From an optimization exercise on the open Yosys and OpenROAD flow, aimed at small area; shortcuts taken in it are not production practice. Only simulation tests tie the RTL to the original design; equivalence was not proved. Power and IR drop assume default switching activity.

==> flow/design.v <==
`timescale 1ns/1ns
`default_nettype none
module rename_core (
    input  wire                      clk,
    input  wire                      rst,
    input  wire                      dispatch_req,
    input  wire [5-1:0]  issue_rs1,
    input  wire [5-1:0]  issue_rs2,
    input  wire [5-1:0]  issue_rd,
    input  wire                      issue_has_rd,
    output wire                      dispatch_ack,
    output wire [4-1:0]      disp_src1_tag,
    output wire [32-1:0]     disp_src1_value,
    output wire [4-1:0]      disp_src2_tag,
    output wire [32-1:0]     disp_src2_value,
    output wire [4-1:0]      disp_dest_tag,
    input  wire                      wb_valid,
    input  wire [4-1:0]      wb_tag,
    input  wire [32-1:0]     wb_value,
    input  wire                      wb_mispredict,
    output wire                      commit_valid,
    output wire [5-1:0]  commit_rd,
    output wire                      commit_has_rd,
    output wire [4-1:0]      commit_tag,
    output wire [32-1:0]     commit_value,
    output wire                      commit_flush
);
    localparam int NR = 32;
    localparam int DW = 32;
    localparam int RW = 5;
    localparam int D  = 8;
    logic [DW-1:0] rf [1:NR-1];
    logic [RW-1:0] ent_rd  [D];
    logic [DW-1:0] ent_val [D];
    logic [D-1:0]  ent_mis;
    logic [D-1:0]  done;
    logic [D-1:0]  pend;
    logic [3:0]    head;         
    logic [3:0]    tail;
    logic          ack_q;
    logic          cv_q;         
    logic [DW-1:0] hold_n;       
    logic [RW-1:0] rs1_q;
    logic [RW-1:0] rs2_q;
    logic          same_q;       
    logic          haz_q;        
    logic          flip_q;       
    logic          hold2_q;      
    logic [3:0]    s1tag_q;
    logic [3:0]    s2tag_q;
    logic [2:0]    dslot_q;      
    logic [2:0]    cslot;
    logic [DW-1:0] cval;
    logic [RW-1:0] crd;
    logic          chas;
    logic          flush;
    logic          cwr;
    logic [D-1:0]  csel;         
    logic          cmis;
    assign cslot = head[2:0] - 3'd1;
    always_comb begin
        for (int i = 0; i < D; i++) csel[i] = (cslot == 3'(i));
    end
    localparam int CW = DW + RW + 2;     
    logic [CW-1:0] ent_w [D];
    logic [CW-1:0] cword;
    always_comb begin
        for (int i = 0; i < D; i++) ent_w[i] = {ent_mis[i], pend[i], ent_rd[i], ent_val[i]};
    end
    genvar cb;
    generate
        for (cb = 0; cb < CW; cb++) begin : g_c_bit
            logic t0, t1, t2;
            rf_aoi3 u_c0 (
                .a0 (ent_w[0][cb]), .s0 (csel[0]),
                .a1 (ent_w[1][cb]), .s1 (csel[1]),
                .a2 (ent_w[2][cb]), .s2 (csel[2]),
                .y  (t0)
            );
            rf_aoi3 u_c1 (
                .a0 (ent_w[3][cb]), .s0 (csel[3]),
                .a1 (ent_w[4][cb]), .s1 (csel[4]),
                .a2 (ent_w[5][cb]), .s2 (csel[5]),
                .y  (t1)
            );
            assign t2 = !((ent_w[6][cb] && csel[6]) || (ent_w[7][cb] && csel[7]));
            assign cword[cb] = !(t0 && t1 && t2);
        end
    endgenerate
    assign {cmis, chas, crd, cval} = cword;
    assign flush = cv_q && cmis;
    assign cwr   = cv_q && chas;
    assign commit_valid  = cv_q;
    assign commit_rd     = crd;
    assign commit_has_rd = chas;
    assign commit_tag    = {head[2:0] == 3'd0, head[2:0]};
    assign commit_value  = cval;
    assign commit_flush  = cmis;
    logic full;
    logic empty;
    logic grant;
    logic cfire;
    logic alloc_has;
    logic [2:0] wb_idx;
    assign empty     = (head == tail);
    assign full      = (head[2:0] == tail[2:0]) && (head[3] != tail[3]);
    assign grant     = dispatch_req && !ack_q && !full && !flush;
    assign cfire     = !empty && done[head[2:0]] && !flush;
    assign alloc_has = issue_has_rd && (issue_rd != '0);
    assign wb_idx    = wb_tag[2:0] - 3'd1;
    always_ff @(posedge clk) begin
        if (rst || flush) begin
            head <= '0;
            tail <= '0;
            cv_q <= 1'b0;
        end else begin
            if (grant) tail <= tail + 4'd1;
            if (cfire) head <= head + 4'd1;
            cv_q <= cfire;
        end
    end
    always_ff @(posedge clk) begin
        ack_q <= !rst && (grant || (ack_q && dispatch_req));
    end
    always_ff @(posedge clk) begin
        for (int i = 0; i < D; i++) begin
            if (grant && tail[2:0] == 3'(i)) begin
                done[i]   <= 1'b0;
                ent_rd[i] <= issue_rd;
            end else if (wb_valid && wb_idx == 3'(i)) begin
                done[i]   <= 1'b1;
            end
            if (wb_valid && wb_idx == 3'(i)) begin
                ent_val[i] <= wb_value;
                ent_mis[i] <= wb_mispredict;
            end
        end
    end
    always_ff @(posedge clk) begin
        for (int i = 0; i < D; i++) begin
            if (rst || flush) begin
                pend[i] <= 1'b0;
            end else if (grant && tail[2:0] == 3'(i)) begin
                pend[i] <= alloc_has;
            end else if (cv_q && cslot == 3'(i)) begin
                pend[i] <= 1'b0;
            end
        end
    end
    logic [D-1:0] live_pend;
    logic [D-1:0] below_tail;
    logic [2:0]   own_slot;
    assign own_slot = dslot_q - 3'd1;
    always_comb begin
        live_pend = pend;
        if (ack_q) live_pend[own_slot] = 1'b0;
        else if (cv_q) live_pend[cslot] = 1'b0;
        for (int i = 0; i < D; i++) begin
            below_tail[i] = (3'(i) < tail[2:0]);
        end
    end
    function automatic logic [3:0] find_tag(input logic [D-1:0] m,
                                            input logic [D-1:0] bt);
        logic [D-1:0] ml;
        logic [3:0]   t;
        ml = m & bt;
        t = 4'd0;
        if (ml != '0) begin
            for (int i = 0; i < D; i++) if (ml[i]) t = 4'(i + 1);
        end else begin
            for (int i = 0; i < D; i++) if (m[i]) t = 4'(i + 1);
        end
        find_tag = t;
    endfunction
    logic [D-1:0]  m;
    logic [RW-1:0] cam_idx;
    logic [3:0]    cam_tag;
    logic          first_q;      
    assign cam_idx = ack_q ? rs2_q : issue_rs1;
    always_comb begin
        for (int i = 0; i < D; i++) begin
            m[i] = live_pend[i] && (ent_rd[i] == cam_idx);
        end
    end
    assign cam_tag = find_tag(m, below_tail);
    logic [NR-1:1] sel;
    logic [RW-1:0] live_idx;
    logic [DW-1:0] rf_out;
    logic [DW-1:0] rf_all;       
    logic [DW-1:0] hold_d;
    logic          flip;
    assign live_idx = flip_q ? rs1_q : rs2_q;
    logic [RW-1:0] rd_idx;
    assign rd_idx = ack_q ? live_idx : issue_rs1;
    always_comb begin
        for (int r = 1; r < NR; r++) begin
            sel[r] = (rd_idx == RW'(r));
        end
    end
    localparam int NG = (NR - 1) / 3;    
    logic [NG:0] rf_t [DW];
    genvar gb, gg;
    generate
        for (gb = 0; gb < DW; gb++) begin : g_rd_bit
            for (gg = 0; gg < NG; gg++) begin : g_rd_grp
                rf_aoi3 u_aoi (
                    .a0 (rf[3*gg+1][gb]), .s0 (sel[3*gg+1]),
                    .a1 (rf[3*gg+2][gb]), .s1 (sel[3*gg+2]),
                    .a2 (rf[3*gg+3][gb]), .s2 (sel[3*gg+3]),
                    .y  (rf_t[gb][gg])
                );
            end
            assign rf_t[gb][NG] = !(rf[NR-1][gb] && sel[NR-1]);
            assign rf_all[gb]   = &rf_t[gb];
            assign rf_out[gb]   = !rf_all[gb];
        end
    endgenerate
    assign hold_d = (!ack_q && cwr && crd == issue_rs1) ? cval : rf_out;
    assign flip = ack_q && haz_q && !flip_q && cv_q && (head[2:0] == dslot_q);
    logic [DW-1:0] rf_wdata;
    assign rf_wdata = cval & {DW{!rst}};
    always_ff @(posedge clk) begin
        for (int r = 1; r < NR; r++) begin
            if (rst || (cwr && crd == RW'(r))) begin
                rf[r] <= rf_wdata;
            end
        end
    end
    always_ff @(posedge clk) begin
        if (!ack_q || flip) begin
            hold_n   <= ~hold_d;
        end
        if (!ack_q) begin
            rs1_q    <= issue_rs1;
            rs2_q    <= issue_rs2;
            same_q   <= (issue_rs1 == issue_rs2);
            haz_q    <= (issue_rd == issue_rs2) && (issue_rs1 != issue_rs2);
            s1tag_q  <= cam_tag;
            dslot_q  <= tail[2:0] + 3'd1;
        end
    end
    always_ff @(posedge clk) begin
        first_q <= !ack_q;
        if (ack_q && first_q) begin
            s2tag_q <= cam_tag;
        end
    end
    always_ff @(posedge clk) begin
        if (!ack_q) begin
            flip_q  <= 1'b0;
            hold2_q <= (issue_rs1 == issue_rs2);
        end else if (flip) begin
            flip_q  <= 1'b1;
            hold2_q <= 1'b1;
        end
    end
    assign dispatch_ack    = ack_q;
    assign disp_src1_tag   = s1tag_q;
    assign disp_src2_tag   = first_q ? cam_tag : s2tag_q;
    genvar ob;
    generate
        for (ob = 0; ob < DW; ob++) begin : g_out_bit
            out_oai22 u_o1 (
                .a1 (rf_all[ob]), .a2 (!flip_q),
                .b1 (hold_n[ob]), .b2 (flip_q),
                .y  (disp_src1_value[ob])
            );
            out_oai22 u_o2 (
                .a1 (hold_n[ob]), .a2 (!hold2_q),
                .b1 (rf_all[ob]), .b2 (hold2_q),
                .y  (disp_src2_value[ob])
            );
        end
    endgenerate
    assign disp_dest_tag   = {dslot_q == 3'd0, dslot_q};
endmodule
module out_oai22 (
    input  wire a1,
    input  wire a2,
    input  wire b1,
    input  wire b2,
    output wire y
);
    assign y = !((a1 || a2) && (b1 || b2));
endmodule
module rf_aoi3 (
    input  wire a0,
    input  wire s0,
    input  wire a1,
    input  wire s1,
    input  wire a2,
    input  wire s2,
    output wire y
);
    assign y = !((a0 && s0) || (a1 && s1) || (a2 && s2));
endmodule
`default_nettype wire
clock: 6.0 ns
lec_check: 0
cap_margin: 5
core_margin: 2
core_utilization: 70
cts_cluster_diameter: 80
cts_cluster_size: 28
place_density: 0.8
slew_margin: 5
synth_hierarchical: 1
synth_minimum_keep_size: 0
standard.sh (not shown) runs the stock make flow with config.mk's settings and CLKGATE_MAP_FILE= SYNTH_SCRIPT=/design/flow/synth_recipe.tcl, a recipe that flattens the netlist after the stock synthesis.
==> flow/flow/run.sh <==
#!/bin/bash
# Layout flow: the standard layout (standard.sh, unchanged synthesis and
# steps), except that the port buffers use the plain buf_1 cell instead of the
# delay buffer the resizer picks by default. Each tool's output is kept in
# its own log file in this folder.
set -euo pipefail
export BUFFER_PORTS_ARGS="-buffer_cell sky130_fd_sc_hd__buf_1"
bash standard.sh synth > log_synth.txt 2>&1
bash standard.sh floorplan > log_floorplan.txt 2>&1
bash standard.sh place > log_place.txt 2>&1
bash standard.sh cts > log_cts.txt 2>&1
bash standard.sh route > log_route.txt 2>&1
bash standard.sh finish > log_finish.txt 2>&1
Edit:
Settings changed: CAP_MARGIN 5 to 0, CTS_CLUSTER_SIZE 28 to 25, SLEW_MARGIN 5 to 0.
The new run passed the timing, design-rule and antenna checks.
Hold slack is better by 0.0053 ns.
Cell count stays flat.
Total power rose by 2.7%.
Critical path depth is unchanged.
Register-to-register slack stays flat.
Setup slack is better by 0.075 ns.
Edit:
Settings changed: CAP_MARGIN 0 to 5, CORE_UTILIZATION 70 to 55, PLACE_DENSITY 0.8 to 0.65, SLEW_MARGIN 0 to 5.
Outcome: The changed run finished clean; area after synthesis stays the same; cell area grows slightly; routed wire length shrinks slightly; non-clock buffer count grows by 13; total power shrinks slightly; worst hold slack gets worse by 0.012 ns.
Edit:
Settings changed: CORE_UTILIZATION 55 to 70, CTS_CLUSTER_SIZE 25 to 32, PLACE_DENSITY 0.65 to 0.8.
Clock power went down by roughly a tenth.
Die area went down by about a fifth.
Worst setup slack degrades by 0.14 ns.
Power went down by a few percent.
Utilization went up by 16 points.
Maximum frequency went down by a few percent.
Wire length went down by a few percent.
Non-clock buffer count went down by 13.
Global-route usage went up by 7.2 points.
Via count went up by a few percent.
Flip-flop and latch count stays the same.

re-timing with driven ports:
The flow's constraints put no driver on any port. The routed layouts listed below were extracted and timed again, unchanged, in two steps.
Step 1 (the two cells are an assumption about what drives the block):
set clk [get_ports {clk}]
set_driving_cell -lib_cell sky130_fd_sc_hd__clkbuf_16 $clk
set_driving_cell -lib_cell sky130_fd_sc_hd__buf_2 [delete_from_list [all_inputs] $clk]
Step 2 also shifts input and output timing later by t, the mid clock arrival at the registers, as if the neighbouring blocks saw the same clock.
a / b / c = ideal ports / drivers / drivers and shift; a / b = the first two.
run	t (ns)	setup slack, ns	latest minus earliest clock arrival (ns)
the first run	0.730	0.170 / 0.104 / 0.173	0.050 / 0.051
the second run	0.711	0.245 / 0.187 / 0.195	0.038 / 0.038
the third run	0.708	0.341 / 0.295 / 0.297	0.038 / 0.038
the fourth run	0.724	0.200 / 0.133 / 0.171	0.034 / 0.033
After both steps every run listed still meets setup and hold. For the second run, which loses most, drivers alone change the setup slack by -0.058 ns; drivers and shift together by -0.050 ns.
